This is an optimization exercise on Yosys and OpenROAD, whose aim is small area, not a production implementation. RTL that was checked went through simulation tests only; none was proved equivalent to the original. Only the layout flow was run in runs 6 and 7; the RTL was not checked for function there. Power and IR drop assume default switching activity.

===== flow/config.mk =====
export PLATFORM = sky130hd
export DESIGN_NAME = pwl_sqrt_top
export DESIGN_NICKNAME = pwl_sqrt_top
export VERILOG_FILES = /design/flow/design.v
export SDC_FILE = /design/flow/constraint.sdc
export NUM_CORES = 4
export LEC_CHECK = 0
export CAP_MARGIN = 20
export CORE_MARGIN = 2
export CORE_UTILIZATION = 40
export SLEW_MARGIN = 20

===== flow/constraint.sdc =====
create_clock -name core_clock -period 15.0 [get_ports {clk}]
set_input_delay 3.0000 -clock core_clock [delete_from_list [all_inputs] [get_ports {clk}]]
set_output_delay 3.0000 -clock core_clock [all_outputs]
set_load 0.01 [all_outputs]

===== flow/design.v =====
package pwl_pkg;
  localparam int A_W   = 24;  
  localparam int B_W   = 16;  
  localparam int LEN_W = 16;  
  localparam int U_W   = 32;  
  localparam int Y_W   = 16;  
  localparam int T_W   = 32;  
endpackage
`timescale 1ns/100ps
module pwl_sqrt_top (
  input  logic                            clk,
  input  logic                            rst_n,
  input  logic                            in_valid,
  input  logic [pwl_pkg::A_W-1:0]         in_a,
  input  logic signed [pwl_pkg::B_W-1:0]  in_b,
  input  logic [pwl_pkg::LEN_W-1:0]       in_len,
  output logic                            in_credit,
  output logic                            out_valid,
  output logic [pwl_pkg::T_W-1:0]         out_t,
  output logic [pwl_pkg::LEN_W-1:0]       out_len,
  output logic [pwl_pkg::Y_W-1:0]         out_y0,
  output logic [pwl_pkg::Y_W-1:0]         out_y1,
  input  logic                            out_credit
);
  localparam logic [2:0] S_IDLE = 3'd0;
  localparam logic [2:0] S_SQ   = 3'd1;
  localparam logic [2:0] S_FIN  = 3'd2;
  localparam logic [2:0] S_EMIT = 3'd3;
  localparam logic [2:0] S_TADD = 3'd4;
  localparam logic [2:0] S_SCAN = 3'd5;
  localparam logic [2:0] S_LEFT = 3'd6;
  localparam logic [2:0] S_MULT = 3'd7;
  logic [55:0] c2, c1, c0;
  logic        v2, v1, v0;
  logic [2:0]  st;
  logic        mw, m0, m1;
  assign mw = v0 && (st == S_IDLE);
  assign m0 = v1 && (!v0 || mw);
  assign m1 = v2 && (!v1 || m0);
  always_ff @(posedge clk) begin
    if (!rst_n) begin
      v2 <= 1'b0;
      v1 <= 1'b0;
      v0 <= 1'b0;
    end else begin
      v2 <= in_valid || (v2 && !m1);
      v1 <= m1 || (v1 && !m0);
      v0 <= m0 || (v0 && !mw);
    end
  end
  always_ff @(posedge clk) begin
    if (in_valid) c2 <= {in_a, in_b, in_len};
    if (m1)       c1 <= c2;
    if (m0)       c0 <= c1;
  end
  logic [4:0]  ph;
  logic [4:0]  cnt;
  logic [31:0] u;
  logic [15:0] b;
  logic [15:0] lf;
  logic [15:0] y0;
  logic [15:0] q;
  logic [17:0] r;
  logic [31:0] t;
  logic [3:0]  k;
  logic        first, neg, last, s, cy, p0, p1, pj, qd, rd1, rd2, tz;
  logic [1:0]  cred;
  logic pe, sq_it, fi, tact, done;
  assign pe    = (ph == 5'd31);
  assign sq_it = (st == S_SQ) && (cnt != 5'd0);
  assign fi    = (st == S_SQ) && (cnt == 5'd1);
  assign out_valid = (st == S_EMIT) && (ph == 5'd0) && (cred != 2'd0);
  assign tact  = out_valid || (st == S_TADD);
  assign done  = last || (lf == 16'd0);
  logic u_eff;
  assign u_eff = u[0] && !neg;
  logic [3:0] j;
  logic ge, win, aft, atj, pjx, bs, add_m;
  assign j     = cnt[3:0];
  assign ge    = (ph[3:0] >= j);
  assign win   = ph[4] ^ ge;
  assign aft   = ph[4] && ge;
  assign atj   = (ph == {1'b0, j});
  assign pjx   = !last || (atj ? lf[0] : pj);
  assign bs    = win ? b[0] : (aft ? b[15] : 1'b0);
  assign add_m = bs && pjx;
  logic pl;
  assign pl = last ? (!ph[4] && lf[0]) : (ph == {1'b0, k});
  logic rop, top_b;
  assign rop   = (ph == 5'd0) ? p0 : (ph == 5'd1) ? p1 : (fi ? 1'b0 : rd2);
  assign top_b = (ph == 5'd0) ? s : (ph == 5'd1) ? 1'b1 : (q[14] ^ !s);
  logic x_a, x_b, x_ci, x_s, x_co;
  always_comb begin
    case (st)
      S_MULT:  begin x_a = u_eff; x_b = add_m;                   x_ci = (ph == 5'd0) ? 1'b0 : cy; end
      S_LEFT:  begin x_a = lf[0]; x_b = !(ph == {1'b0, k});      x_ci = (ph == 5'd0) ? 1'b1 : cy; end
      S_SQ:    begin x_a = rop;   x_b = top_b;                   x_ci = (ph == 5'd0) ? !s   : cy; end
      default: begin x_a = t[0];  x_b = pl;                      x_ci = (ph == 5'd0) ? 1'b0 : cy; end
    endcase
    x_s  = x_a ^ x_b ^ x_ci;
    x_co = (x_a & x_b) | (x_a & x_ci) | (x_b & x_ci);
  end
  logic u_in, lf_in, q_in, y0_in, t_in, r_en, t_en, b_rot, q_upd;
  assign u_in  = (st == S_MULT) ? x_s : u_eff;
  assign lf_in = ((st == S_LEFT) && !ph[4]) ? x_s :
                 ((st == S_MULT) && last)   ? (lf[0] && (ph[3:0] < k)) : lf[0];
  assign q_upd = (sq_it || (st == S_FIN)) && !ph[4];
  assign q_in  = q_upd ? (fi ? 1'b0 : ((ph == 5'd0) ? !s : qd)) : q[0];
  assign y0_in = ((st == S_FIN) && first && !ph[4]) ? q_in :
                 (tact && !ph[4]) ? q[0] : y0[0];
  assign r_en  = sq_it && (ph < 5'd18);
  assign t_en  = tact || (tz && (st != S_IDLE));
  assign t_in  = tz ? 1'b0 : x_s;
  assign b_rot = (st == S_MULT) && win;
  always_ff @(posedge clk) begin
    ph  <= mw ? 5'd0 : ph + 5'd1;
    cy  <= x_co;
    qd  <= q[0];
    rd1 <= r[0];
    rd2 <= rd1;
    y0  <= {y0_in, y0[15:1]};
    q   <= {q_in, q[15:1]};
    if (r_en) r <= {x_s, r[17:1]};
    if (t_en) t <= {t_in, t[31:1]};
    if (mw) begin
      u  <= {8'd0, c0[55:32]};
      b  <= c0[31:16];
      lf <= c0[15:0];
    end else begin
      u  <= {u_in, u[31:1]};
      lf <= {lf_in, lf[15:1]};
      if (b_rot) b <= {b[0], b[15:1]};
    end
  end
  logic [3:0] kf;
  always_comb begin
    if (ph[4:1] <= 4'd2)       kf = 4'd0;
    else if (ph[4:1] >= 4'd12) kf = 4'd10;
    else                       kf = ph[4:1] - 4'd2;
  end
  always_ff @(posedge clk) begin
    if ((st == S_SCAN) && (u[0] || (ph == 5'd0))) k <= kf;
    if ((st == S_LEFT) && (ph == 5'd15)) last <= !x_co;
    if ((st == S_MULT) && atj) pj <= lf[0];
    if ((st == S_SQ) && (ph[4:1] == ~cnt[3:0])) begin
      if (ph[0]) p1 <= u_eff;
      else       p0 <= u_eff;
    end
    if (sq_it && (ph == 5'd17)) s <= x_s;
    if (mw) neg <= 1'b0;
    else if ((st == S_MULT) && pe) neg <= add_m && !x_co;
    else if ((st == S_SQ) && (cnt == 5'd0) && pe) begin
      neg <= 1'b0;
      s   <= 1'b0;
    end
  end
  always_ff @(posedge clk) begin
    if (!rst_n) begin
      st        <= S_IDLE;
      cred      <= 2'd2;
      in_credit <= 1'b0;
      tz        <= 1'b1;
    end else begin
      in_credit <= (st == S_TADD) && pe && done;
      cred      <= cred + {1'b0, out_credit} - {1'b0, out_valid};
      if (tz && (st != S_IDLE) && pe) tz <= 1'b0;
      case (st)
        S_IDLE: if (mw) begin
          st    <= S_SQ;
          cnt   <= 5'd0;
          first <= 1'b1;
        end
        S_SQ: if (pe) begin
          if (cnt == 5'd16) st <= S_FIN;
          cnt <= cnt + 5'd1;
        end
        S_FIN: if (pe) begin
          st    <= first ? S_SCAN : S_EMIT;
          first <= 1'b0;
        end
        S_EMIT: if (out_valid) st <= S_TADD;
        S_TADD: if (pe) st <= done ? S_IDLE : S_SCAN;
        S_SCAN: if (pe) st <= S_LEFT;
        S_LEFT: if (pe) begin
          st  <= S_MULT;
          cnt <= last ? 5'd0 : {1'b0, k};
        end
        S_MULT: if (pe) begin
          if (cnt[3:0] == k) begin
            st  <= S_SQ;
            cnt <= 5'd0;
          end else begin
            cnt <= cnt + 5'd1;
          end
        end
        default: st <= S_IDLE;
      endcase
    end
  end
  assign out_t   = t;
  assign out_y0  = y0;
  assign out_y1  = q;
  assign out_len = last ? lf : (16'd1 << k);
endmodule

===== flow/run.sh =====
#!/bin/bash
# synth_recipe.tcl (not shown) runs the flow's synth.tcl, then flattens the netlist and writes it again
# the make line also repeats each setting of config.mk as NAME=value (left out here)
make -C /OpenROAD-flow-scripts/flow DESIGN_CONFIG=/design/flow/config.mk WORK_HOME=/design/flow/orfs CLKGATE_MAP_FILE= SYNTH_SCRIPT=/design/flow/synth_recipe.tcl finish

==> results of run 1 <==
[state kept, by name, indices dropped and copies added, names as in the netlist, 2 cells and up]
name / flops
c1: 56
r: 18
lf: 16
b: 16
cred: 2
st: 3
y0: 16
k: 4
q: 16
u: 32
c2: 56
c0: 56
ph: 5
t: 32
cnt: 5
[power by group through the flow]
stage               Clock, mW  Combinational [mW]  Sequential, mW
floorplan                   0               0.150            1.18
global placement            0               0.240            1.19
detailed placement          0               0.239            1.20
CTS                     0.923               0.242            1.18
global route            0.960               0.264            1.19
finish                  0.894               0.240            1.18
[critical path, delay by kind of cell (launching register included)]
kind,cells,cell delay (ns)
compound gates,1,0.22
fa+ha+maj,1,0.24
buf+inv,3,0.94
flops,1,0.39
simple gates,1,0.34
[layout make-up]
type	count	share of cell area, %
flip-flops and latches	349	62.15
inverters	24	0.5913
repair buffers	149	9.625
clock buffers	55	6.726
multi-input cells	337	16.47
well taps	390	3.203
clock inverters	12	1.232
[metrics by stage]
stage	util, %	hold WS (ns)	std cells
final	51.13	0.3389	1316
after detailed placement	47.06	0.3261	1249
after CTS	51.13	0.3429	1316
after global routing	51.13	0.3510	1316
after floorplan	-	0.3096	735
after global placement	47.06	0.3198	1249
[cell usage after synthesis, types with 7 or more instances]
cell type                  instances
sky130_fd_sc_hd__a21oi_1          16
sky130_fd_sc_hd__and2_1           12
sky130_fd_sc_hd__buf_2            10
sky130_fd_sc_hd__buf_4             9
sky130_fd_sc_hd__dfxtp_1         101
sky130_fd_sc_hd__edfxtp_1        248
sky130_fd_sc_hd__ha_1             24
sky130_fd_sc_hd__inv_1            22
sky130_fd_sc_hd__mux2_2           56
sky130_fd_sc_hd__nand2_1          48
sky130_fd_sc_hd__nand3_1          11
sky130_fd_sc_hd__nor2_1           28
sky130_fd_sc_hd__nor2b_1           9
sky130_fd_sc_hd__nor3_1            8
sky130_fd_sc_hd__nor4_1            9
sky130_fd_sc_hd__o21ai_0          19
sky130_fd_sc_hd__o31ai_1           9
sky130_fd_sc_hd__o41ai_1           7
sky130_fd_sc_hd__xnor2_1           9
[cell families after synthesis]
family / Yosys count
buffers and inverters: 49
and+or+nand+nor: 148
adders and majority gates: 25
muxes: 58
DFF: 349
xor gates and xnor gates: 15
AOI/OAI and AO/OA: 91
[path summary, 6_finish.rpt]
kind              startpoint         to  slack [ns]  cells past startpoint
setup reg to reg      cnt[2]     lf[15]       11.39                     14
hold / removal          r[0]        rd1        0.34                      0
setup / recovery       ph[3]  out_valid        9.34                      6
hold reg to reg         r[0]        rd1        0.34                      0
[metal layers]
layer | track usage (%) | vias to the layer above
li1 | - | 3079
met1 | 18.84 | 3061
met2 | 21.57 | 193
met3 | 3.176 | 58
met4 | 5.793 | 0
met5 | 0 | -
==> results by group, run 1 <==
Synth
  – Sequential-to-total area share from yosys stat: a little under 80%
  – Mapped Cells: 735
  – Flip-flop and latch count after synthesis: about 350
  – Library cell with the largest summed area after synthesis: sky130_fd_sc_hd__edfxtp_1
  – Post-synthesis cell type count: 63
  – Combinational family with the most area after synthesis: simple AND/OR/NAND/NOR gates
  – Number of synthesized flops with an enable pin: roughly 250
  – Xor and xnor fraction of the mapped netlist area: between 1 and 1.5%
  – Summed instance area of the synthesized netlist: between 10000 and 15000 sq um
  – Compound-gate portion of the synthesized area: under 10%
  – Synthesis warning total: 1
  – Avg Synthesized Cell Area: between 15 and 20 sq um
  – Adder and majority cell fraction of the synthesized area: ~2.6%
  – Share of synthesized flip-flops with an asynchronous set or reset: 0%
  – Cells taking the most area after synthesis: sky130_fd_sc_hd__edfxtp_1 (61%), sky130_fd_sc_hd__dfxtp_1 (17%), sky130_fd_sc_hd__mux2_2 (5.2%)
  – Net count of the mapped netlist: 820
  – Dominant register cell in the synthesized netlist: sky130_fd_sc_hd__edfxtp_1
  – Share of cell area taken by muxes after synthesis: 5.334%
  – Fraction of post-synthesis cell area in the top cell type by area: 61.06%
  – Synth Area in Simple Gates: approximately 6%

Clock network
  – CTS max path bufs: 3
  – Library cell used as clock root buffer: sky130_fd_sc_hd__clkbuf_16
  – CTS clk-pin slew, worst paths: roughly 0.060 ns
  – Buffers inserted by post-CTS timing repair: 0
  – Source-to-sink clock delay at the later pin of the worst-skew pair: between 0.5 and 0.6 ns
  – Clock sinks: roughly 350
  – Post-cts repair resize count: 0
  – CTS H-tree depth: 2
  – Num CTS Buffers: 37
  – TritonCTS clock tree: built
  – Total of hold buffers inserted after clock tree synthesis: 0

Placed design
  – Placer congestion estimate: ~0.85
  – Post-place setup slack: around 9.9 ns
  – Post-DP Area: between 10000 and 15000 sq um
  – Port Buffers: around 140
  – Post-detail-place hpwl: roughly 14 mm

Die
  – IO Count: between 100 and 150
  – Row count: between 60 and 70
  – Horizontal die dimension: 178.6 microns
  – Initial cell density of the core: between 40% and 50%
  – Die footprint: ~32000 sq um
  – Core area: roughly 30000 sq um
  – Overall die height: approximately 180 microns

Cells and area
  – Final-layout fill cell count: roughly 2500
  – Fraction of layout cells with a size suffix above 1: between 10% and 20%
  – Area taken by multi-input logic gates: between 2000 and 3000 sq um
  – Nets: between 900 and 1000
  – Ant diodes: 0
  – Area occupied by registers: between 9000 and 10000 sq um
  – Top library cells by usage in the layout, fill and taps aside: sky130_fd_sc_hd__edfxtp_1 (248), sky130_fd_sc_hd__clkdlybuf4s50_1 (140), sky130_fd_sc_hd__dfxtp_1 (101)
  – Area growth syn-to-layout: 24.92%
  – Final cell area excluding filler cells: between 15000 and 20000 sq um
  – Most frequent standard cell in the layout excluding fill and tap cells: sky130_fd_sc_hd__edfxtp_1

STA
  – Setup total negative slack: 0 ns
  – Final setup violating endpoints: 0
  – Final max-slew violation count: 0
  – Setup clock skew after layout: ~0.016 ns
  – Number of hold-slack violations in the final timing report: 0
  – Relative max-transition margin: ~45%
  – Min setup slack post-route: about 9.3 ns
  – Worst-margin pin slew: 0.8256 ns
  – Clock period minus worst slack: ~5.7 ns
  – Unrepaired setup endpoints after global routing: no
  – Period utilization: between 30 and 40%
  – Highest clock frequency the design can meet: around 180 MHz

Route
  – Vias after detailed routing: 6391
  – M1 WL: between 9 and 10 mm
  – Avg Vias per Cell: around 4.9
  – Starting DRT DRC Count: around 420
  – Detailed Routing Iterations Pass 1: 7
  – Metal2 WL: slightly above 10 mm
  – Final WL: around 22 mm
  – Remaining number of nets flagged by the antenna check after routing: 0
  – Uppermost signal routing layer after detailed routing: met4
  – Average wire per standard cell: roughly 17 microns
  – Routed length on met3: ~1.2 mm
  – DR DRC count: 0

Global route
  – Number of antenna violations at the first check in global routing: 0
  – Remaining global-route overflow: 0
  – Number of global-route vias before repair: between 6000 and 7000
  – Maximum number of pins on one net before global-route repair: 64
  – Wire length of the first global-routing pass: around 34 mm
  – Global Route Usage Sum: 13.89%

Critical path
  – Sort of element at the start of the critical path: register
  – WP data required: 12.00 ns
  – Type of the worst setup path: reg2out
  – Setup crit end kind: primary output
  – Delay contributed by the slowest stage of the critical path: approximately 0.55 ns
  – Most used cell, CP: sky130_fd_sc_hd__inv_1
  – Cell chain of the critical path: inv_1, ha_1, and3b_1, o2111ai_1, inv_1, clkdlybuf4s50_1
  – Slowest cell on crit path: sky130_fd_sc_hd__clkdlybuf4s50_1
  – Maximum fanout count along the critical path: 9
  – Arrival time of the worst setup path: around 2.7 ns

Power
  – Net switching power: 534.6 uW
  – Proportion of power drawn by flip-flops and latches: 50.9%
  – Overall power after layout: between 2 and 2.5 mW
  – Power density of the placed cells: around 150 nW/um^2
  – Leakage Power: around 5.3 nW
  – Share of power burned in combinational logic: 10.4%
  – Internal power contribution: 1.776 mW
  – Fraction of power consumed by the clock network: 38.7%
  – Maximum ir drop on the vdd rail: between 0.08 and 0.09 mV
  – Switching power share of the total: a little under a quarter

Outcome
  – Outcome: complete, no violations

Hold path
  – Worst min-delay path class: reg2reg

Job
  – Max Cap Viol: 0
==> run 2, diff against run 1 <==
==> flow/flow/run.sh (new file) <==
#!/bin/bash
# Standard ORFS layout, with the smallest buffer on the ports.
set -euo pipefail
export BUFFER_PORTS_ARGS="-buffer_cell sky130_fd_sc_hd__buf_1"
bash standard.sh finish > orfs_make.log 2>&1
==> flow/standard.sh (new file) <==
#!/bin/bash
# synth_recipe.tcl (not shown) runs the flow's synth.tcl, then flattens the netlist and writes it again
# the make line also repeats each setting of config.mk as NAME=value (left out here)
make -C /OpenROAD-flow-scripts/flow DESIGN_CONFIG=/design/flow/config.mk WORK_HOME=/design/flow/orfs CLKGATE_MAP_FILE= SYNTH_SCRIPT=/design/flow/synth_recipe.tcl "${@:-finish}"
removed: flow/run.sh
==> results by group, run 2 <==
Placed design
  – Post-DP Area: 13140 sq um
  – Placer congestion estimate: a little over 0.8
  – Port Buffers: 141
  – Post-detail-place hpwl: 13.84 mm

Global route
  – Wire length of the first global-routing pass: 33.76 mm
  – Number of global-route vias before repair: slightly above 6000
  – Global Route Usage Sum: a little over an eighth
  – Number of antenna violations at the first check in global routing: 0
  – Remaining global-route overflow: 0
  – Maximum number of pins on one net before global-route repair: 64

STA
  – Final setup violating endpoints: 0
  – Clock period minus worst slack: about 5.4 ns
  – Worst-margin pin slew: ~0.83 ns
  – Unrepaired setup endpoints after global routing: no
  – Highest clock frequency the design can meet: approximately 190 MHz
  – Final max-slew violation count: 0
  – Period utilization: 35.80%
  – Number of hold-slack violations in the final timing report: 0
  – Setup total negative slack: 0 ns
  – Relative max-transition margin: about 44%
  – Setup clock skew after layout: about 0.011 ns

Synth
  – Synthesis warning total: 1
  – Sequential-to-total area share from yosys stat: 77.64%
  – Cells taking the most area after synthesis: sky130_fd_sc_hd__edfxtp_1 (61%), sky130_fd_sc_hd__dfxtp_1 (17%), sky130_fd_sc_hd__mux2_2 (5.2%)
  – Commonest cells in the synthesized netlist: sky130_fd_sc_hd__edfxtp_1 (248), sky130_fd_sc_hd__dfxtp_1 (101), sky130_fd_sc_hd__mux2_2 (56)
  – Net count of the mapped netlist: ~800
  – Summed instance area of the synthesized netlist: ~12000 sq um
  – Flip-flop and latch count after synthesis: about 350
  – Number of synthesized flops with an enable pin: ~250
  – Fraction of post-synthesis cell area in the top cell type by area: 61.06%
  – Share of synthesized flip-flops with an asynchronous set or reset: 0%
  – Dominant register cell in the synthesized netlist: sky130_fd_sc_hd__edfxtp_1
  – Library cell with the highest instance count after synthesis: sky130_fd_sc_hd__edfxtp_1
  – Post-synthesis cell type count: 63
  – Library cell with the largest summed area after synthesis: sky130_fd_sc_hd__edfxtp_1
  – Avg Synthesized Cell Area: 16.59 sq um
  – Mapped Cells: roughly 740

Clock network
  – Num CTS Buffers: 37
  – Buffers inserted by post-CTS timing repair: 0
  – Source-to-sink clock delay at the later pin of the worst-skew pair: around 0.53 ns
  – CTS max path bufs: 3
  – Clock sinks: around 350
  – Post-cts repair resize count: 0
  – Total of hold buffers inserted after clock tree synthesis: 0
  – TritonCTS clock tree: built
  – CTS H-tree depth: 2
  – Library cell used as clock root buffer: sky130_fd_sc_hd__clkbuf_16
  – CTS clk-pin slew, worst paths: 0.06 ns

Die
  – Core area: slightly below 30000 sq um
  – Die footprint: around 32000 sq um
  – Overall die height: approximately 180 microns
  – IO Count: between 100 and 150
  – Row count: 63
  – Initial cell density of the core: about two fifths
  – Horizontal die dimension: roughly 180 microns

Critical path
  – Type of the worst setup path: reg2out
  – Setup crit end kind: primary output
  – FF-to-FF setup slack: approximately 11 ns
  – Arrival time of the worst setup path: 2.37 ns
  – Maximum fanout count along the critical path: 9
  – WP data required: between 10 and 15 ns
  – Sort of element at the start of the critical path: register

Route
  – Final WL: approximately 22 mm
  – Remaining number of nets flagged by the antenna check after routing: 0
  – Starting DRT DRC Count: between 300 and 400
  – Average wire per standard cell: 16.36 microns
  – Avg Vias per Cell: 4.841
  – Vias after detailed routing: 6375
  – Detailed Routing Iterations Pass 1: 5
  – DR DRC count: 0

Cells and area
  – Ant diodes: 0
  – Nets: ~1000
  – Final-layout fill cell count: ~2600
  – Most frequent standard cell in the layout excluding fill and tap cells: sky130_fd_sc_hd__edfxtp_1
  – Area growth syn-to-layout: 17.44%
  – Largest registers: c0 (56), c1 (56), c2 (56)
  – Top library cells by usage in the layout, fill and taps aside: sky130_fd_sc_hd__edfxtp_1 (248), sky130_fd_sc_hd__buf_1 (140), sky130_fd_sc_hd__dfxtp_1 (101)
  – Fraction of layout cells with a size suffix above 1: roughly 15%
  – Final cell area excluding filler cells: 14320 sq um

Outcome
  – Outcome: complete, no violations

Hold path
  – Worst min-delay path class: reg2reg

Power
  – Power density of the placed cells: between 150 and 200 nW/um^2
  – Maximum ir drop on the vdd rail: slightly below 0.09 mV
  – Leakage Power: 4.945 nW

Job
  – Max Cap Viol: 0
==> run 2: cell count changes in the layout (fill, tap and decap cells not counted), sizes merged <==
cell / delta
clkdlybuf4s50: -140
buf: +139
clkinv: +14
clkbuf: -11
bufinv: -2
inv: +1
==> run 2: final timing paths <==
check | startpoint | end | cells past startpoint
min reg2reg | rd1 | rd2 | 0
min | rd1 | rd2 | 0
max reg2reg | cnt[2] | s | 15
max | ph[3] | out_valid | 6
==> run 2: critical path: stages (launching register included) <==
cell,delay [ns]
sky130_fd_sc_hd__dfxtp_1,0.41
sky130_fd_sc_hd__inv_1,0.25
sky130_fd_sc_hd__ha_1,0.26
sky130_fd_sc_hd__and3b_1,0.36
sky130_fd_sc_hd__o2111ai_1,0.27
sky130_fd_sc_hd__inv_1,0.15
sky130_fd_sc_hd__buf_1,0.16
==> run 2: kinds of logic (layout without fill, tap and decap cells) <==
kind of cell | after synthesis | after routing | synth area share [%]
flops | 349 | 349 | 77.64
buf+inv | 49 | 241 | 1.949
xor+xnor | 15 | 15 | 1.139
simple gates | 148 | 148 | 5.981
mux | 58 | 58 | 5.334
fa+ha+maj | 25 | 25 | 2.626
compound gates | 91 | 91 | 5.335
==> run 2: per-layer routing <==
metal	vias to the layer above	track usage (%)	part of all wire [%]
li1	3082	-	-
met3	48	2.835	5.1
met2	170	21.27	46
met1	3075	18.71	46
met5	-	0	0
met4	0	5.285	2.9
==> run 2: power breakdown <==
group          internal [mW]  switching (mW)  total [mW]
clock                  0.489           0.368       0.857
combinational         0.0929           0.118       0.211
sequential              1.12          0.0535        1.18
total                   1.70           0.540        2.24
==> run 2: cell type report <==
class	count	area [sq um]	area share, %
sequential	349	9469	66.11
multi-input combinational	337	2510	17.52
clock buffer	43	968.4	6.761
timing repair buffer	149	594.3	4.149
tap	390	488.0	3.407
clock inverter	25	203.9	1.424
inverter	24	90.09	0.6289
==> run 2: metrics by stage <==
step / util [%] / hold WS, ns / setup slack, ns / power, mW / instances
after floorplan: - / 0.3096 / 9.491 / 1.327 / 735
after global placement: 44.10 / 0.3187 / 10.22 / 1.408 / 1248
after detailed placement: 44.10 / 0.3147 / 10.20 / 1.406 / 1248
after CTS: 48.03 / 0.3333 / 9.642 / 2.273 / 1316
after global routing: 48.07 / 0.3345 / 9.443 / 2.346 / 1317
final: 48.07 / 0.3308 / 9.629 / 2.245 / 1317
==> run 3, diff against run 2 <==
==> flow/flow/run.sh (replaced) <==
#!/bin/bash
# Standard ORFS layout, with the smallest buffer on the ports and a clock tree of
# smaller buffers without dummy loads.
set -euo pipefail
export BUFFER_PORTS_ARGS="-buffer_cell sky130_fd_sc_hd__buf_1"
export CTS_ARGS="-sink_clustering_enable -repair_clock_nets -buf_list sky130_fd_sc_hd__clkbuf_4 -dont_use_dummy_load"
bash standard.sh finish > orfs_make.log 2>&1
==> results by group, run 3 <==
Synth
  – Summed instance area of the synthesized netlist: around 12000 sq um
  – Sequential-to-total area share from yosys stat: roughly 78%
  – Fraction of post-synthesis cell area in the top cell type by area: 61.06%
  – Number of synthesized flops with an enable pin: ~250
  – Avg Synthesized Cell Area: 16.59 sq um
  – Library cell with the highest instance count after synthesis: sky130_fd_sc_hd__edfxtp_1
  – Share of synthesized flip-flops with an asynchronous set or reset: 0%
  – Library cell with the largest summed area after synthesis: sky130_fd_sc_hd__edfxtp_1
  – Post-synthesis cell type count: 63
  – Mapped Cells: around 740
  – Synthesis warning total: 1
  – Commonest cells in the synthesized netlist: sky130_fd_sc_hd__edfxtp_1 (248), sky130_fd_sc_hd__dfxtp_1 (101), sky130_fd_sc_hd__mux2_2 (56)
  – Cells taking the most area after synthesis: sky130_fd_sc_hd__edfxtp_1 (61%), sky130_fd_sc_hd__dfxtp_1 (17%), sky130_fd_sc_hd__mux2_2 (5.2%)
  – Dominant register cell in the synthesized netlist: sky130_fd_sc_hd__edfxtp_1
  – Flip-flop and latch count after synthesis: approximately 350
  – Net count of the mapped netlist: 820

STA
  – Final max-slew violation count: 0
  – Final setup violating endpoints: 0
  – Highest clock frequency the design can meet: approximately 180 MHz
  – Number of hold-slack violations in the final timing report: 0
  – Unrepaired setup endpoints after global routing: no
  – Setup total negative slack: 0 ns
  – Clock period minus worst slack: 5.497 ns
  – Relative max-transition margin: between 40 and 50%
  – Setup clock skew after layout: 0.07095 ns
  – Min setup slack post-route: around 9.5 ns
  – Period utilization: 36.65%
  – Worst-margin pin slew: 0.8311 ns

Clock network
  – Clock sinks: between 300 and 400
  – Library cell used as clock root buffer: sky130_fd_sc_hd__clkbuf_4
  – CTS clk-pin slew, worst paths: about 0.050 ns
  – Post-cts repair resize count: 0
  – Source-to-sink clock delay at the later pin of the worst-skew pair: between 0.7 and 0.8 ns
  – TritonCTS clock tree: built
  – CTS H-tree depth: 3
  – Num CTS Buffers: a little over 90
  – Total of hold buffers inserted after clock tree synthesis: 0
  – Buffers inserted by post-CTS timing repair: 0
  – CTS max path bufs: 3

Hold path
  – Min-delay src: rd1
  – Min-Delay Path Depth: 0
  – Hold worst-path end: rd2
  – Worst min-delay path class: reg2reg

Critical path
  – Type of the worst setup path: reg2out
  – Maximum fanout count along the critical path: 9
  – Worst flop-to-flop path endpoint: s
  – WP data required: ~12 ns
  – Sort of element at the start of the critical path: register
  – FF-to-FF setup slack: around 11 ns
  – Setup crit end kind: primary output
  – Worst reg2reg startpoint: cnt[2]
  – Arrival time of the worst setup path: between 2 and 3 ns
  – Path depth of the worst reg2reg path: 15

Global route
  – Number of antenna violations at the first check in global routing: 1
  – Number of global-route vias before repair: 6534
  – Remaining global-route overflow: 0
  – Maximum number of pins on one net before global-route repair: 64
  – Wire length of the first global-routing pass: between 30 and 40 mm
  – Global Route Usage Sum: 14.25%

Route
  – Detailed Routing Iterations Pass 1: 6
  – Average wire per standard cell: between 15 and 20 microns
  – Remaining number of nets flagged by the antenna check after routing: 0
  – Avg Vias per Cell: between 4 and 5
  – Vias after detailed routing: around 6500
  – Starting DRT DRC Count: between 300 and 400
  – DR DRC count: 0
  – Final WL: ~22 mm

Die
  – Horizontal die dimension: 178.6 microns
  – Core area: 29800 sq um
  – Overall die height: about 180 microns
  – IO Count: 142
  – Die footprint: around 32000 sq um
  – Initial cell density of the core: between 40% and 50%
  – Row count: 63

Cells and area
  – Fraction of layout cells with a size suffix above 1: around 18%
  – Largest registers: c0 (56), c1 (56), c2 (56)
  – Final-layout fill cell count: between 2000 and 3000
  – Area taken by multi-input logic gates: roughly 2500 sq um
  – Final instance count without filler cells: roughly 1300
  – Area growth syn-to-layout: 13.45%
  – Top library cells by usage in the layout, fill and taps aside: sky130_fd_sc_hd__edfxtp_1 (248), sky130_fd_sc_hd__buf_1 (140), sky130_fd_sc_hd__dfxtp_1 (101)
  – Final Util: between 40% and 50%
  – Final cell area excluding filler cells: about 14000 sq um
  – Most frequent standard cell in the layout excluding fill and tap cells: sky130_fd_sc_hd__edfxtp_1
  – Nets: approximately 1000
  – Area occupied by registers: around 9500 sq um

Placed design
  – Post-place setup slack: slightly above 10 ns
  – Post-detail-place hpwl: around 14 mm
  – Placer congestion estimate: approximately 0.83
  – Post-DP Area: between 10000 and 15000 sq um
  – Port Buffers: around 140
  – Number of instances in the placed design: around 1200

Job
  – Max Cap Viol: 0

Outcome
  – Outcome: complete, no violations

Power
  – Power density of the placed cells: about 140 nW/um^2
  – Leakage Power: 4.779 nW
  – Maximum ir drop on the vdd rail: a little under 0.07 mV
==> run 3: cell counts after synthesis <==
No cell type changed its count.
==> run 3: metrics by stage <==
stage	power, mW	hold slack (ns)
floorplan	1.327	0.3096
global placement	1.408	0.3187
detailed placement	1.406	0.3147
CTS	2.017	0.3078
global route	2.096	0.3237
finish	1.980	0.3295
==> run 3: cell families after synthesis <==
logic type	share of synthesized area, %
flops	77.64
fa+ha+maj	2.626
buf+inv	1.949
simple gates	5.981
xor+xnor	1.139
compound gates	5.335
mux	5.334
==> run 3: cell type report <==
class	count	share of cell area (%)
flip-flops and latches	349	68.43
multi-input cells	337	18.14
clock buffers	91	4.937
repair buffers	149	4.295
well taps	390	3.527
inverters	24	0.6511
diodes	1	0.01808
==> run 3: worst max-delay path by stage <==
stage | startpoint | endpoint | slack, ns | depth (start not counted)
2_1_floorplan | st[2] | c1[0] | 9.49 | 4
3_3_place_gp | ph[3] | out_valid | 10.22 | 6
3_5_place_dp | ph[3] | out_valid | 10.20 | 6
4_1_cts | ph[3] | out_valid | 9.44 | 6
5_1_grt | ph[3] | out_valid | 9.25 | 6
6_report | ph[3] | out_valid | 9.50 | 6
==> run 3: layer usage <==
| layer | share of wire, % | global-route usage (%) |
|---|---|---|
| met1 | 44 | 18.26 |
| met2 | 47 | 21.65 |
| met3 | 5.7 | 4.220 |
| met4 | 3.7 | 7.961 |
| met5 | 0 | 0 |
==> run 3: worst max-delay path, cell delays in order (launching register included) <==
cell                        delay, ns
sky130_fd_sc_hd__dfxtp_1         0.40
sky130_fd_sc_hd__inv_1           0.24
sky130_fd_sc_hd__ha_1            0.25
sky130_fd_sc_hd__and3b_1         0.35
sky130_fd_sc_hd__o2111ai_1       0.27
sky130_fd_sc_hd__inv_1           0.15
sky130_fd_sc_hd__buf_1           0.16
==> run 3: report_power, final <==
group | switching (mW) | leakage, nW | total, mW | internal (mW)
logic | 0.117 | 1.21 | 0.210 | 0.0929
clock network | 0.319 | 0.419 | 0.593 | 0.274
registers | 0.0529 | 3.15 | 1.18 | 1.12
==> run 4, diff against run 3 <==
--- a/flow/design.v
+++ b/flow/design.v
@@ -65,2 +65,3 @@
   logic [3:0]  k;
+  logic        bsg;
   logic        first, neg, last, s, cy, p0, p1, pj, qd, rd1, rd2, tz;
@@ -75,5 +76,5 @@
   logic u_eff;
-  assign u_eff = u[0] && !neg;
+  assign u_eff = u[0] && !neg && !(first && (st == S_SQ) && (cnt == 5'd0) && ph[4] && ph[3]);
   logic [3:0] j;
-  logic ge, win, aft, atj, pjx, bs, add_m;
+  logic ge, win, aft, atj, pjx, bs, add_m, btap;
   assign j     = cnt[3:0];
@@ -84,3 +85,18 @@
   assign pjx   = !last || (atj ? lf[0] : pj);
-  assign bs    = win ? b[0] : (aft ? b[15] : 1'b0);
+  always_comb begin
+    case (j)
+      4'd0:    btap = b[0];
+      4'd1:    btap = b[15];
+      4'd2:    btap = b[14];
+      4'd3:    btap = b[13];
+      4'd4:    btap = b[12];
+      4'd5:    btap = b[11];
+      4'd6:    btap = b[10];
+      4'd7:    btap = b[9];
+      4'd8:    btap = b[8];
+      4'd9:    btap = b[7];
+      default: btap = b[6];
+    endcase
+  end
+  assign bs    = win ? btap : (aft ? bsg : 1'b0);
   assign add_m = bs && pjx;
@@ -102,3 +118,3 @@
   end
-  logic u_in, lf_in, q_in, y0_in, t_in, r_en, t_en, b_rot, q_upd;
+  logic u_in, lf_in, q_in, y0_in, t_in, r_en, t_en, q_upd;
   assign u_in  = (st == S_MULT) ? x_s : u_eff;
@@ -113,3 +129,2 @@
   assign t_in  = tz ? 1'b0 : x_s;
-  assign b_rot = (st == S_MULT) && win;
   always_ff @(posedge clk) begin
@@ -125,4 +140,5 @@
     if (mw) begin
-      u  <= {8'd0, c0[55:32]};
+      u  <= {u_in, u[31:25], c0[55:32]};
       b  <= c0[31:16];
+      bsg <= c0[31];
       lf <= c0[15:0];
@@ -131,3 +147,3 @@
       lf <= {lf_in, lf[15:1]};
-      if (b_rot) b <= {b[0], b[15:1]};
+      b  <= {b[0], b[15:1]};
     end
==> flow/flow/run.sh (replaced) <==
#!/bin/bash
# Standard ORFS layout with two changes: the smallest buffer on the ports, and a
# clock tree of small buffers in small clusters, without dummy loads.
set -euo pipefail
export BUFFER_PORTS_ARGS="-buffer_cell sky130_fd_sc_hd__buf_1"
export CTS_ARGS="-sink_clustering_enable -repair_clock_nets -dont_use_dummy_load -buf_list sky130_fd_sc_hd__clkbuf_4 -sink_clustering_size 8 -sink_clustering_max_diameter 50"
bash standard.sh finish > orfs_make.log 2>&1
--- a/flow/config.mk
+++ b/flow/config.mk
@@ -7,2 +7,3 @@
 export LEC_CHECK = 0
+export ABC_AREA = 1
 export CAP_MARGIN = 20
==> results by group, run 4 <==
Outcome
  – Outcome: complete, no violations

Clock network
  – Buffers inserted by post-CTS timing repair: 0
  – CTS max path bufs: 3
  – CTS clk-pin slew, worst paths: around 0.09 ns
  – Clock sinks: between 300 and 400
  – Library cell used as clock root buffer: sky130_fd_sc_hd__clkbuf_4
  – Num CTS Buffers: 52
  – CTS H-tree depth: 2
  – TritonCTS clock tree: built
  – Post-cts repair resize count: 0
  – Source-to-sink clock delay at the later pin of the worst-skew pair: between 0.7 and 0.8 ns
  – Total of hold buffers inserted after clock tree synthesis: 0

Placed design
  – Post-place setup slack: between 10 and 15 ns
  – Number of instances in the placed design: approximately 1400
  – Placer congestion estimate: about 0.84
  – Port Buffers: 141
  – Post-detail-place hpwl: between 10 and 15 mm

Cells and area
  – Nets: about 1100
  – Most frequent standard cell in the layout excluding fill and tap cells: sky130_fd_sc_hd__edfxtp_1
  – Top library cells by usage in the layout, fill and taps aside: sky130_fd_sc_hd__edfxtp_1 (233), sky130_fd_sc_hd__nand2_1 (206), sky130_fd_sc_hd__buf_1 (140)
  – Final instance count without filler cells: around 1400
  – Fraction of layout cells with a size suffix above 1: under 10%
  – Final-layout fill cell count: around 2700
  – Area growth syn-to-layout: 11.54%
  – Largest registers: c0 (56), c1 (56), c2 (56)
  – Final Util: between 40% and 50%

Synth
  – Share of synthesized flip-flops with an asynchronous set or reset: 0%
  – Avg Synthesized Cell Area: ~14 sq um
  – Commonest cells in the synthesized netlist: sky130_fd_sc_hd__edfxtp_1 (233), sky130_fd_sc_hd__nand2_1 (206), sky130_fd_sc_hd__dfxtp_1 (117)
  – Sequential-to-total area share from yosys stat: about four fifths
  – Flip-flop and latch count after synthesis: 350
  – Mapped Cells: 878
  – Library cell with the largest summed area after synthesis: sky130_fd_sc_hd__edfxtp_1
  – Fraction of post-synthesis cell area in the top cell type by area: between 50% and 60%
  – Dominant register cell in the synthesized netlist: sky130_fd_sc_hd__edfxtp_1
  – Net count of the mapped netlist: approximately 960
  – Number of synthesized flops with an enable pin: approximately 230
  – Post-synthesis cell type count: 36
  – Synthesis warning total: 1
  – Summed instance area of the synthesized netlist: about 12000 sq um
  – Library cell with the highest instance count after synthesis: sky130_fd_sc_hd__edfxtp_1
  – Cells taking the most area after synthesis: sky130_fd_sc_hd__edfxtp_1 (59%), sky130_fd_sc_hd__dfxtp_1 (20%), sky130_fd_sc_hd__nand2_1 (6.5%)

STA
  – Setup total negative slack: 0 ns
  – Worst-margin pin slew: between 0.8 and 0.9 ns
  – Highest clock frequency the design can meet: 185.2 MHz
  – Clock period minus worst slack: ~5.4 ns
  – Setup clock skew after layout: 0.1276 ns
  – Relative max-transition margin: about 45%
  – Final setup violating endpoints: 0
  – Post-Route Hold Slack: 0.3113 ns
  – Number of hold-slack violations in the final timing report: 0
  – Period utilization: between 30 and 40%
  – Unrepaired setup endpoints after global routing: no
  – Min setup slack post-route: 9.600 ns
  – Final max-slew violation count: 0

Die
  – Initial cell density of the core: roughly two fifths
  – Overall die height: 176.6 microns
  – IO Count: ~140
  – Die footprint: 31180 sq um
  – Horizontal die dimension: 176.6 microns
  – Row count: 63
  – Core area: 29480 sq um

Critical path
  – Type of the worst setup path: reg2out
  – WP data required: roughly 12 ns
  – Arrival time of the worst setup path: around 2.4 ns
  – Setup crit end kind: primary output
  – Maximum fanout count along the critical path: 14
  – Sort of element at the start of the critical path: register

Global route
  – Maximum number of pins on one net before global-route repair: 75
  – Number of global-route vias before repair: around 6500
  – Number of antenna violations at the first check in global routing: 1
  – Wire length of the first global-routing pass: approximately 33 mm
  – Remaining global-route overflow: 0
  – Global Route Usage Sum: a little over an eighth

Route
  – Starting DRT DRC Count: around 380
  – Detailed Routing Iterations Pass 1: 5
  – Vias after detailed routing: 6707
  – Final WL: 20.39 mm
  – Average wire per standard cell: ~14 microns
  – Avg Vias per Cell: roughly 4.6
  – DR DRC count: 0
  – Remaining number of nets flagged by the antenna check after routing: 0

Job
  – Max Cap Viol: 0

Power
  – Maximum ir drop on the vdd rail: 0.06784 mV
  – Power density of the placed cells: between 150 and 200 nW/um^2
  – Leakage Power: around 5 nW

Hold path
  – Worst min-delay path class: reg2reg
run 4: cell count changes after synthesis, moves of 15 or more:
cell	before	now
sky130_fd_sc_hd__inv_1	22	70
sky130_fd_sc_hd__nand3_1	11	34
sky130_fd_sc_hd__o22ai_1	1	22
sky130_fd_sc_hd__nand2_1	48	206
sky130_fd_sc_hd__edfxtp_1	248	233
sky130_fd_sc_hd__mux2_2	56	0
sky130_fd_sc_hd__dfxtp_1	101	117
sky130_fd_sc_hd__nor2_1	28	44
run 4: path summary, 6_finish.rpt:
kind | start | endpoint | slack, ns | depth (start not counted)
setup / recovery | ph[4] | out_valid | 9.60 | 6
setup reg to reg | cnt[2] | lf[15] | 11.42 | 14
hold reg to reg | q[7] | q[6] | 0.31 | 0
hold / removal | q[7] | q[6] | 0.31 | 0
run 4: per-stage QoR:
step	cell area, sq um	power [mW]
after floorplan	11910	1.699
after global placement	12890	1.887
after detailed placement	12890	1.894
after CTS	13280	2.345
after global routing	13290	2.469
final	13290	2.308
run 4: cell families after synthesis:
logic type                 after synthesis  synth area share, %
DFF                                    350                78.40
and+or+nand+nor                        309                10.70
buffers and inverters                   94                3.204
AOI/OAI and AO/OA                       90                4.265
adders and majority gates               25                2.689
xor gates and xnor gates                10               0.7353
run 4: report_power, final:
part / internal, mW / total [mW] / switching [mW]
clock network: 0.159 / 0.438 / 0.279
registers: 1.28 / 1.39 / 0.106
logic: 0.159 / 0.483 / 0.324
run 4: metal layers:
metal | track usage (%) | share of wire, %
met1 | 18.11 | 46
met2 | 20.78 | 45
met3 | 3.015 | 6.5
met4 | 4.993 | 2.2
met5 | 0 | 0
run 4: layout make-up:
cell class              instances  area [sq um]  area share (%)
diodes                          1         2.502         0.01883
flip-flops and latches        350          9339           70.29
well taps                     390         488.0           3.673
repair buffers                147         575.6           4.332
clock buffers                  52         390.4           2.938
multi-input cells             434          2210           16.63
inverters                      75         281.5           2.119
run 4: worst max-delay path, stage by stage (launching register included):
cell and delay [ns]:
sky130_fd_sc_hd__dfxtp_1 0.44, sky130_fd_sc_hd__inv_1 0.38, sky130_fd_sc_hd__nand3_1 0.27, sky130_fd_sc_hd__inv_1 0.22
sky130_fd_sc_hd__nand3_1 0.12, sky130_fd_sc_hd__inv_1 0.12, sky130_fd_sc_hd__buf_1 0.16
==> run 5, diff against run 4 <==
==> flow/flow/run.sh (replaced) <==
#!/bin/bash
# Standard ORFS layout with two changes: the smallest buffer on the ports, and a
# clock tree of small buffers in small clusters, without dummy loads.
set -euo pipefail
export BUFFER_PORTS_ARGS="-buffer_cell sky130_fd_sc_hd__buf_1"
export CTS_ARGS="-sink_clustering_enable -repair_clock_nets -dont_use_dummy_load -buf_list sky130_fd_sc_hd__clkbuf_4 -sink_clustering_size 10 -sink_clustering_max_diameter 60"
bash standard.sh finish > orfs_make.log 2>&1
==> results by group, run 5 <==
Route
  – DR DRC count: 0
  – Vias after detailed routing: 6642
  – Final WL: between 20 and 25 mm
  – Remaining number of nets flagged by the antenna check after routing: 0
  – Avg Vias per Cell: roughly 4.6
  – Average wire per standard cell: ~14 microns
  – Starting DRT DRC Count: 406
  – Detailed Routing Iterations Pass 1: 5

Cells and area
  – Final-layout fill cell count: between 2000 and 3000
  – Final instance count without filler cells: between 1000 and 1500
  – Area occupied by registers: 9339 sq um
  – Largest registers: c0 (56), c1 (56), c2 (56)
  – Nets: 1135
  – Area growth syn-to-layout: 10.91%
  – Fraction of layout cells with a size suffix above 1: under 10%
  – Most frequent standard cell in the layout excluding fill and tap cells: sky130_fd_sc_hd__edfxtp_1
  – Area taken by multi-input logic gates: 2210 sq um
  – Final cell area excluding filler cells: around 13000 sq um
  – Top library cells by usage in the layout, fill and taps aside: sky130_fd_sc_hd__edfxtp_1 (233), sky130_fd_sc_hd__nand2_1 (206), sky130_fd_sc_hd__buf_1 (140)

STA
  – Final max-slew violation count: 0
  – Final setup violating endpoints: 0
  – Post-Route Hold Slack: between 0.2 and 0.3 ns
  – Setup total negative slack: 0 ns
  – Unrepaired setup endpoints after global routing: no
  – Worst-margin pin slew: 0.8581 ns
  – Highest clock frequency the design can meet: between 150 and 200 MHz
  – Relative max-transition margin: approximately 42%
  – Period utilization: around 36%
  – Number of hold-slack violations in the final timing report: 0
  – Setup clock skew after layout: around 0.13 ns
  – Clock period minus worst slack: between 5 and 6 ns

Critical path
  – Maximum fanout count along the critical path: 10
  – WP data required: around 12 ns
  – Type of the worst setup path: reg2out
  – Slowest cell on crit path: sky130_fd_sc_hd__dfxtp_1
  – Arrival time of the worst setup path: approximately 2.4 ns
  – Family with the most delay on the worst path: flip-flops
  – Most used cell, CP: sky130_fd_sc_hd__inv_1
  – Setup crit end kind: primary output
  – Delay contributed by the slowest stage of the critical path: around 0.59 ns
  – Sort of element at the start of the critical path: register
  – Combined buffer and inverter count along the critical path: 4
  – Cell chain of the critical path: inv_1, ha_1, nand3_1, inv_1, nand3_1, inv_1, buf_1

Synth
  – Flip-flop and latch count after synthesis: 350
  – Mapped Cells: 878
  – Summed instance area of the synthesized netlist: roughly 12000 sq um
  – Synthesis warning total: 1
  – Avg Synthesized Cell Area: between 10 and 15 sq um
  – Cells taking the most area after synthesis: sky130_fd_sc_hd__edfxtp_1 (59%), sky130_fd_sc_hd__dfxtp_1 (20%), sky130_fd_sc_hd__nand2_1 (6.5%)
  – Sequential-to-total area share from yosys stat: 78.40%
  – Commonest cells in the synthesized netlist: sky130_fd_sc_hd__edfxtp_1 (233), sky130_fd_sc_hd__nand2_1 (206), sky130_fd_sc_hd__dfxtp_1 (117)
  – Post-synthesis cell type count: 36
  – Library cell with the largest summed area after synthesis: sky130_fd_sc_hd__edfxtp_1
  – Number of synthesized flops with an enable pin: about 230
  – Dominant register cell in the synthesized netlist: sky130_fd_sc_hd__edfxtp_1
  – Library cell with the highest instance count after synthesis: sky130_fd_sc_hd__edfxtp_1
  – Net count of the mapped netlist: 963
  – Share of synthesized flip-flops with an asynchronous set or reset: 0%
  – Fraction of post-synthesis cell area in the top cell type by area: just under 60%

Clock network
  – Num CTS Buffers: 42
  – Post-cts repair resize count: 0
  – CTS H-tree depth: 2
  – Total of hold buffers inserted after clock tree synthesis: 0
  – TritonCTS clock tree: built
  – Buffers inserted by post-CTS timing repair: 0
  – Clock sinks: 350
  – Source-to-sink clock delay at the later pin of the worst-skew pair: ~0.68 ns
  – Library cell used as clock root buffer: sky130_fd_sc_hd__clkbuf_4
  – CTS clk-pin slew, worst paths: 0.10 ns
  – CTS max path bufs: 3

Power
  – Proportion of power drawn by flip-flops and latches: 61.0%
  – Maximum ir drop on the vdd rail: ~0.076 mV
  – Power density of the placed cells: between 150 and 200 nW/um^2
  – Fraction of power consumed by the clock network: 17.8%
  – Net switching power: slightly above 700 uW
  – Switching power share of the total: 30.99%
  – Internal power contribution: between 1.5 and 2 mW
  – Leakage Power: 4.927 nW
  – Share of power burned in combinational logic: a little over a fifth

Die
  – Row count: 63
  – Overall die height: about 180 microns
  – Die footprint: slightly above 30000 sq um
  – Initial cell density of the core: between 40 and 50%
  – Horizontal die dimension: ~180 microns
  – IO Count: around 140
  – Core area: ~29000 sq um

Global route
  – Number of antenna violations at the first check in global routing: 1
  – Global Route Usage Sum: a little over an eighth
  – Maximum number of pins on one net before global-route repair: 75
  – Remaining global-route overflow: 0
  – Wire length of the first global-routing pass: ~33 mm
  – Number of global-route vias before repair: approximately 6400

Placed design
  – Post-detail-place hpwl: 13.51 mm
  – Placer congestion estimate: roughly 0.84
  – Number of instances in the placed design: approximately 1400
  – Port Buffers: approximately 140
  – Post-DP Area: 12890 sq um

Job
  – Max Cap Viol: 0

Hold path
  – Worst min-delay path class: reg2reg

Outcome
  – Outcome: complete, no violations
## run 5: layer usage
metal / up-vias / track usage, % / share of wire [%]
li1: 3345 / - / -
met1: 3039 / 18.15 / 46
met2: 211 / 20.72 / 45
met3: 47 / 2.907 / 6.3
met4: 0 / 5.303 / 2.7
met5: - / 0 / 0
## run 5: cell type report
cell class	count	area share (%)
diodes	1	0.01894
multi-input cells	434	16.73
repair buffers	147	4.356
clock buffers	42	2.387
well taps	390	3.694
flip-flops and latches	350	70.69
inverters	75	2.131
## run 5: path summary, 6_finish.rpt
kind	start	endpoint	slack, ns	cells past startpoint
hold / removal	q[7]	q[6]	0.29	0
setup / recovery	ph[2]	out_valid	9.63	7
setup reg to reg	cnt[3]	lf[15]	11.44	14
hold reg to reg	q[7]	q[6]	0.29	0
## run 5: cells by family (layout without fill, tap and decap cells)
logic type	after synthesis	in the layout	synth area share, %
other	0	1	0
adder cells (fa/ha/maj)	25	25	2.689
XOR/XNOR	10	10	0.7353
buffers and inverters	94	264	3.204
AO/OA/AOI/OAI	90	90	4.265
flip-flops	350	350	78.40
AND/OR/NAND/NOR	309	309	10.70
## run 5: per-stage QoR
step / power, mW / util [%] / worst slack [ns]
after floorplan: 1.699 / - / 10.77
after global placement: 1.887 / 43.74 / 10.36
after detailed placement: 1.894 / 43.74 / 10.32
after CTS: 2.306 / 44.81 / 9.568
after global routing: 2.431 / 44.81 / 9.345
final: 2.274 / 44.81 / 9.632
## run 5: power by group through the flow
stage / registers [mW] / clock network [mW] / logic, mW
after detailed placement: 1.41 / 0 / 0.486
final: 1.39 / 0.405 / 0.482
after global routing: 1.41 / 0.467 / 0.551
after CTS: 1.39 / 0.429 / 0.487
after global placement: 1.40 / 0 / 0.484
after floorplan: 1.41 / 0 / 0.292
==> run 6, diff against run 5 <==
--- a/flow/design.v
+++ b/flow/design.v
@@ -65,4 +65,3 @@
   logic [3:0]  k;
-  logic        bsg;
-  logic        first, neg, last, s, cy, p0, p1, pj, qd, rd1, rd2, tz;
+  logic        first, neg, last, s, cy, p0, p1, qd, rd1, rd2, tz;
   logic [1:0]  cred;
@@ -75,2 +74,3 @@
   assign done  = last || (lf == 16'd0);
+  assign in_credit = (st == S_TADD) && pe && done;
   logic u_eff;
@@ -84,3 +84,3 @@
   assign atj   = (ph == {1'b0, j});
-  assign pjx   = !last || (atj ? lf[0] : pj);
+  assign pjx   = !last || (atj ? lf[0] : p1);
   always_comb begin
@@ -100,3 +100,3 @@
   end
-  assign bs    = win ? btap : (aft ? bsg : 1'b0);
+  assign bs    = win ? btap : (aft ? p0 : 1'b0);
   assign add_m = bs && pjx;
@@ -142,3 +142,2 @@
       b  <= c0[31:16];
-      bsg <= c0[31];
       lf <= c0[15:0];
@@ -159,3 +158,4 @@
     if ((st == S_LEFT) && (ph == 5'd15)) last <= !x_co;
-    if ((st == S_MULT) && atj) pj <= lf[0];
+    if ((st == S_MULT) && win) p0 <= btap;
+    if ((st == S_MULT) && atj) p1 <= lf[0];
     if ((st == S_SQ) && (ph[4:1] == ~cnt[3:0])) begin
@@ -176,6 +176,4 @@
       cred      <= 2'd2;
-      in_credit <= 1'b0;
       tz        <= 1'b1;
     end else begin
-      in_credit <= (st == S_TADD) && pe && done;
       cred      <= cred + {1'b0, out_credit} - {1'b0, out_valid};
@@ -218,3 +216,3 @@
   assign out_y1  = q;
-  assign out_len = last ? lf : (16'd1 << k);
+  assign out_len = last ? {6'd0, lf[9:0]} : (16'd1 << k);
 endmodule
==> results by group, run 6 <==
Synth
  – Library cell with the largest summed area after synthesis: sky130_fd_sc_hd__edfxtp_1
  – Summed instance area of the synthesized netlist: 12020 sq um
  – Fraction of post-synthesis cell area in the top cell type by area: between 50% and 60%
  – Sequential-to-total area share from yosys stat: between 70 and 80%
  – Commonest cells in the synthesized netlist: sky130_fd_sc_hd__edfxtp_1 (229), sky130_fd_sc_hd__nand2_1 (226), sky130_fd_sc_hd__dfxtp_1 (118)
  – Net count of the mapped netlist: 1001
  – Flip-flop and latch count after synthesis: between 300 and 400
  – Number of synthesized flops with an enable pin: between 200 and 250
  – Mapped Cells: 912
  – Avg Synthesized Cell Area: 13.18 sq um
  – Cells taking the most area after synthesis: sky130_fd_sc_hd__edfxtp_1 (57%), sky130_fd_sc_hd__dfxtp_1 (20%), sky130_fd_sc_hd__nand2_1 (7.1%)
  – Share of synthesized flip-flops with an asynchronous set or reset: 0%
  – Post-synthesis cell type count: 35
  – Synthesis warning total: 1
  – Dominant register cell in the synthesized netlist: sky130_fd_sc_hd__edfxtp_1
  – Library cell with the highest instance count after synthesis: sky130_fd_sc_hd__edfxtp_1

STA
  – Setup clock skew after layout: between 0.07 and 0.08 ns
  – Final max-slew violation count: 0
  – Highest clock frequency the design can meet: around 190 MHz
  – Relative max-transition margin: between 40% and 50%
  – Unrepaired setup endpoints after global routing: no
  – Worst-margin pin slew: around 0.8 ns
  – Setup total negative slack: 0 ns
  – Number of hold-slack violations in the final timing report: 0
  – Final setup violating endpoints: 0
  – Period utilization: between 30% and 40%
  – Clock period minus worst slack: about 5.4 ns

Route
  – Detailed Routing Iterations Pass 1: 5
  – Final WL: between 20 and 25 mm
  – Vias after detailed routing: between 6000 and 7000
  – Average wire per standard cell: 13.95 microns
  – Starting DRT DRC Count: about 470
  – Avg Vias per Cell: between 4 and 5
  – Remaining number of nets flagged by the antenna check after routing: 0
  – DR DRC count: 0

Outcome
  – Outcome: complete, no violations

Placed design
  – Placer congestion estimate: ~0.86
  – Post-detail-place hpwl: around 14 mm
  – Post-DP Area: around 13000 sq um
  – Port Buffers: approximately 140

Critical path
  – Slowest cell on crit path: sky130_fd_sc_hd__dfxtp_1
  – Type of the worst setup path: reg2out
  – Delay contributed by the slowest stage of the critical path: around 0.63 ns
  – Worst flop-to-flop path endpoint: u[31]
  – Family with the most delay on the worst path: flip-flops
  – Arrival time of the worst setup path: about 2.4 ns
  – Startpoint of the worst setup timing path: ph[2]
  – FF-to-FF setup slack: around 12 ns
  – Combined buffer and inverter count along the critical path: 3
  – Setup crit end kind: primary output
  – Sort of element at the start of the critical path: register
  – Path depth of the worst reg2reg path: 14
  – Cell chain of the critical path: ha_1, nand2_1, inv_1, ha_1, inv_1, nor3_1, buf_1
  – Maximum fanout count along the critical path: 10
  – Worst reg2reg startpoint: cnt[2]
  – WP data required: 12.00 ns

Clock network
  – CTS H-tree depth: 2
  – CTS clk-pin slew, worst paths: approximately 0.10 ns
  – Num CTS Buffers: just over 40
  – CTS max path bufs: 3
  – Total of hold buffers inserted after clock tree synthesis: 0
  – TritonCTS clock tree: built
  – Source-to-sink clock delay at the later pin of the worst-skew pair: around 0.65 ns
  – Clock sinks: ~350
  – Library cell used as clock root buffer: sky130_fd_sc_hd__clkbuf_4
  – Post-cts repair resize count: 0
  – Buffers inserted by post-CTS timing repair: 0

Cells and area
  – Top library cells by usage in the layout, fill and taps aside: sky130_fd_sc_hd__edfxtp_1 (229), sky130_fd_sc_hd__nand2_1 (226), sky130_fd_sc_hd__buf_1 (140)
  – Largest registers: c0 (56), c1 (56), c2 (56)
  – Nets: around 1200
  – Fraction of layout cells with a size suffix above 1: under 10%
  – Most frequent standard cell in the layout excluding fill and tap cells: sky130_fd_sc_hd__edfxtp_1
  – Final cell area excluding filler cells: around 13000 sq um
  – Area taken by multi-input logic gates: approximately 2400 sq um
  – Area growth syn-to-layout: 10.70%
  – Area occupied by registers: just over 9000 sq um
  – Final-layout fill cell count: about 2800

Die
  – Horizontal die dimension: about 180 microns
  – Initial cell density of the core: between 40% and 50%
  – Core area: around 30000 sq um
  – Overall die height: ~180 microns
  – IO Count: approximately 140
  – Die footprint: between 30000 and 40000 sq um
  – Row count: 63

Hold path
  – Worst min-delay path class: reg2reg
  – Hold worst-path end: rd2
  – Min-delay src: rd1
  – Min-Delay Path Depth: 0

Power
  – Power density of the placed cells: ~170 nW/um^2
  – Maximum ir drop on the vdd rail: a little under 0.07 mV
  – Leakage Power: 5.076 nW

Job
  – Max Cap Viol: 0

Global route
  – Global Route Usage Sum: roughly an eighth
  – Number of antenna violations at the first check in global routing: 1
  – Number of global-route vias before repair: 6466
  – Wire length of the first global-routing pass: about 33 mm
  – Maximum number of pins on one net before global-route repair: 77
  – Remaining global-route overflow: 0
==> run 6: power breakdown <==
group          total, mW  switching (mW)  internal (mW)
clock network      0.396           0.270          0.126
logic              0.536           0.363          0.173
registers           1.39           0.109           1.28
==> run 6: area by class of cell <==
type	instances	share of cell area (%)
inverters	81	2.342
multi-input cells	467	17.94
clock buffers	41	2.314
diodes	1	0.01881
well taps	390	3.668
repair buffers	146	4.270
flip-flops and latches	347	69.45
==> run 6: cells by family (layout without fill, tap and decap cells) <==
logic type      Yosys count  count (layout)  synth area share [%]
compound gates           89              89                 4.155
other cells               0               1                     0
fa+ha+maj                29              29                 3.082
buf+inv                  98             268                 3.436
xor+xnor                  9               9                0.6559
flops                   347             347                 76.88
simple gates            340             340                 11.79
==> run 6: worst max-delay path by stage <==
stage                      endpoint  slack, ns  depth (start not counted)
after floorplan           in_credit      10.66                          6
after global placement    in_credit      10.39                          7
after detailed placement  in_credit      10.30                          7
after CTS                 in_credit       9.53                          7
after global routing      in_credit       9.39                          7
final                     in_credit       9.61                          7
==> run 6: through the flow <==
stage | hold WS, ns | util, % | setup WS, ns | cells | power, mW
after floorplan | 0.3096 | - | 10.66 | 912 | 1.753
after global placement | 0.3197 | 43.84 | 10.39 | 1431 | 1.949
after detailed placement | 0.3132 | 43.84 | 10.30 | 1431 | 1.956
after CTS | 0.2914 | 44.88 | 9.535 | 1472 | 2.359
after global routing | 0.3004 | 44.88 | 9.387 | 1473 | 2.495
final | 0.2932 | 44.88 | 9.611 | 1473 | 2.322
==> run 6: routing by layer <==
layer	track usage, %	routed length, microns
met4	5.396	631
met2	20.85	9209
met5	0	0
met1	17.91	9365
met3	3.042	1347
==> run 7, diff against run 6 <==
--- a/flow/config.mk
+++ b/flow/config.mk
@@ -7,3 +7,2 @@
 export LEC_CHECK = 0
-export ABC_AREA = 1
 export CAP_MARGIN = 20
==> results by group, run 7 <==
Placed design
  – Post-detail-place hpwl: roughly 13 mm
  – Post-DP Area: 12900 sq um
  – Placer congestion estimate: approximately 0.9
  – Number of instances in the placed design: between 1000 and 1500
  – Post-place setup slack: 10.17 ns
  – Port Buffers: roughly 140

Cells and area
  – Final Util: 44.88%
  – Area growth syn-to-layout: 10.78%
  – Final-layout fill cell count: approximately 2700
  – Largest registers: c0 (56), c1 (56), c2 (56)
  – Final instance count without filler cells: 1385
  – Final cell area excluding filler cells: ~13000 sq um
  – Most frequent standard cell in the layout excluding fill and tap cells: sky130_fd_sc_hd__edfxtp_1
  – Nets: between 1000 and 1500
  – Top library cells by usage in the layout, fill and taps aside: sky130_fd_sc_hd__edfxtp_1 (229), sky130_fd_sc_hd__nand2_1 (208), sky130_fd_sc_hd__buf_1 (140)
  – Fraction of layout cells with a size suffix above 1: 6.647%

Critical path
  – Sort of element at the start of the critical path: register
  – Arrival time of the worst setup path: 2.51 ns
  – WP data required: 12.00 ns
  – Maximum fanout count along the critical path: 10
  – Type of the worst setup path: reg2out
  – Slowest cell on crit path: sky130_fd_sc_hd__dfxtp_1
  – Family with the most delay on the worst path: flip-flops
  – Cell chain of the critical path: ha_1, and2_1, ha_1, inv_1, nor3b_1, buf_1
  – Combined buffer and inverter count along the critical path: 2
  – Delay contributed by the slowest stage of the critical path: roughly 0.6 ns
  – Setup crit end kind: primary output
  – Most used cell, CP: sky130_fd_sc_hd__ha_1

STA
  – Setup clock skew after layout: 0.07923 ns
  – Worst-margin pin slew: a little under 1 ns
  – Unrepaired setup endpoints after global routing: no
  – Highest clock frequency the design can meet: ~180 MHz
  – Final max-slew violation count: 0
  – Clock period minus worst slack: roughly 5.5 ns
  – Final setup violating endpoints: 0
  – Min setup slack post-route: 9.489 ns
  – Relative max-transition margin: roughly 36%
  – Number of hold-slack violations in the final timing report: 0
  – Setup total negative slack: 0 ns
  – Post-Route Hold Slack: slightly above 0.3 ns
  – Period utilization: about 37%

Power
  – Leakage Power: about 4.9 nW
  – Power density of the placed cells: about 170 nW/um^2
  – Overall power after layout: approximately 2.2 mW
  – Maximum ir drop on the vdd rail: about 0.066 mV

Route
  – Detailed Routing Iterations Pass 1: 5
  – DR DRC count: 0
  – Average wire per standard cell: ~15 microns
  – Final WL: around 21 mm
  – Avg Vias per Cell: roughly 4.8
  – Remaining number of nets flagged by the antenna check after routing: 0
  – Vias after detailed routing: around 6600
  – Starting DRT DRC Count: 462

Clock network
  – TritonCTS clock tree: built
  – CTS clk-pin slew, worst paths: 0.11 ns
  – CTS H-tree depth: 2
  – Buffers inserted by post-CTS timing repair: 0
  – Clock sinks: 347
  – Total of hold buffers inserted after clock tree synthesis: 0
  – Source-to-sink clock delay at the later pin of the worst-skew pair: 0.66 ns
  – Library cell used as clock root buffer: sky130_fd_sc_hd__clkbuf_4
  – Num CTS Buffers: between 40 and 50
  – CTS max path bufs: 3
  – Post-cts repair resize count: 0

Global route
  – Number of global-route vias before repair: 6485
  – Met1 Track Usage GR: between 10% and 20%
  – Global Route Usage Sum: between 10 and 15%
  – Remaining global-route overflow: 0
  – GR Util met2: 22.14%
  – Number of antenna violations at the first check in global routing: 2
  – Maximum number of pins on one net before global-route repair: 62
  – Global route hottest layer: met2
  – Met3 track utilization from global routing: 3.050%
  – Wire length of the first global-routing pass: roughly 34 mm

Die
  – IO Count: between 100 and 150
  – Die footprint: roughly 31000 sq um
  – Core area: between 20000 and 30000 sq um
  – Row count: 63
  – Initial cell density of the core: about two fifths
  – Overall die height: between 150 and 200 microns
  – Horizontal die dimension: 176.8 microns

Synth
  – Flip-flop and latch count after synthesis: around 350
  – Net count of the mapped netlist: between 900 and 1000
  – Mapped Cells: between 800 and 900
  – Synthesis warning total: 1
  – Sequential-to-total area share from yosys stat: just under 80%
  – Number of synthesized flops with an enable pin: ~230
  – Post-synthesis cell type count: 64
  – Share of synthesized flip-flops with an asynchronous set or reset: 0%
  – Fraction of post-synthesis cell area in the top cell type by area: between 50% and 60%
  – Commonest cells in the synthesized netlist: sky130_fd_sc_hd__edfxtp_1 (229), sky130_fd_sc_hd__nand2_1 (208), sky130_fd_sc_hd__dfxtp_1 (118)
  – Library cell with the highest instance count after synthesis: sky130_fd_sc_hd__edfxtp_1
  – Summed instance area of the synthesized netlist: ~12000 sq um
  – Library cell with the largest summed area after synthesis: sky130_fd_sc_hd__edfxtp_1
  – Avg Synthesized Cell Area: around 14 sq um
  – Cells taking the most area after synthesis: sky130_fd_sc_hd__edfxtp_1 (58%), sky130_fd_sc_hd__dfxtp_1 (20%), sky130_fd_sc_hd__nand2_1 (6.5%)
  – Dominant register cell in the synthesized netlist: sky130_fd_sc_hd__edfxtp_1

Job
  – Max Cap Viol: 0

Outcome
  – Outcome: complete, no violations

Hold path
  – Worst min-delay path class: reg2reg
run 7: cells by family after synthesis:
family,synth area share (%)
AO/OA/AOI/OAI,5.144
XOR/XNOR,1.100
adder cells (fa/ha/maj),3.101
buffers and inverters,2.043
flip-flops,77.36
multiplexers,0.9639
AND/OR/NAND/NOR,10.29
run 7: where the power goes:
part	total, mW	switching, mW	internal, mW
Sequential	1.36	0.108	1.25
Clock	0.403	0.271	0.132
Combinational	0.439	0.279	0.159
Total	2.20	0.658	1.54
run 7: routing by layer:
layer,share of wire (%),vias up
met5,0,-
met4,2.9,0
met3,5.4,51
met2,46,198
met1,45,3101
li1,-,3268
run 7: path summary, 6_finish.rpt:
kind	from	to	cells past startpoint	slack, ns
max	ph[2]	in_credit	6	9.49
min	u[27]	u[26]	0	0.30
max reg2reg	cnt[2]	lf[15]	13	11.14
min reg2reg	u[27]	u[26]	0	0.30
run 7: cell type report:
type | count | area (sq um) | area share (%)
Clock buffer | 43 | 322.8 | 2.440
Antenna cell | 2 | 5.005 | 0.03783
Timing Repair Buffer | 148 | 583.1 | 4.407
Multi-Input combinational cell | 429 | 2495 | 18.86
Sequential cell | 347 | 9239 | 69.83
Tap cell | 390 | 488.0 | 3.688
Inverter | 26 | 97.59 | 0.7377

## port drivers added, routing unchanged
The flow's constraints put no driver on any port. The routed layouts listed below were extracted and timed again, unchanged, in two steps.
Step 1 assumes that a clkbuf_16 drives the clock port and a buf_2 every other input.
Step 2 times the ports against the registers' clock, not the clock port: input delays grow and output delays shrink by t, the midpoint of the rising clock arrivals with the driver on.
a / b / c = ideal / step 1 / step 2; a / b = the first two.
run	t, ns	slack for setup (ns)	worst register clock-pin slew, ns
run 1	0.569	9.342 / 9.295 / 9.864	0.06 / 0.06
run 2	0.568	9.629 / 9.582 / 10.150	0.06 / 0.06
run 3	0.715	9.503 / 9.460 / 10.175	0.06 / 0.06
run 4	0.684	9.600 / 9.559 / 10.243	0.09 / 0.09
run 5	0.637	9.632 / 9.590 / 10.227	0.11 / 0.11
run 6	0.639	9.611 / 9.570 / 10.209	0.11 / 0.11
run 7	0.659	9.489 / 9.448 / 10.107	0.11 / 0.11
After both steps setup and hold are still met in every run listed.
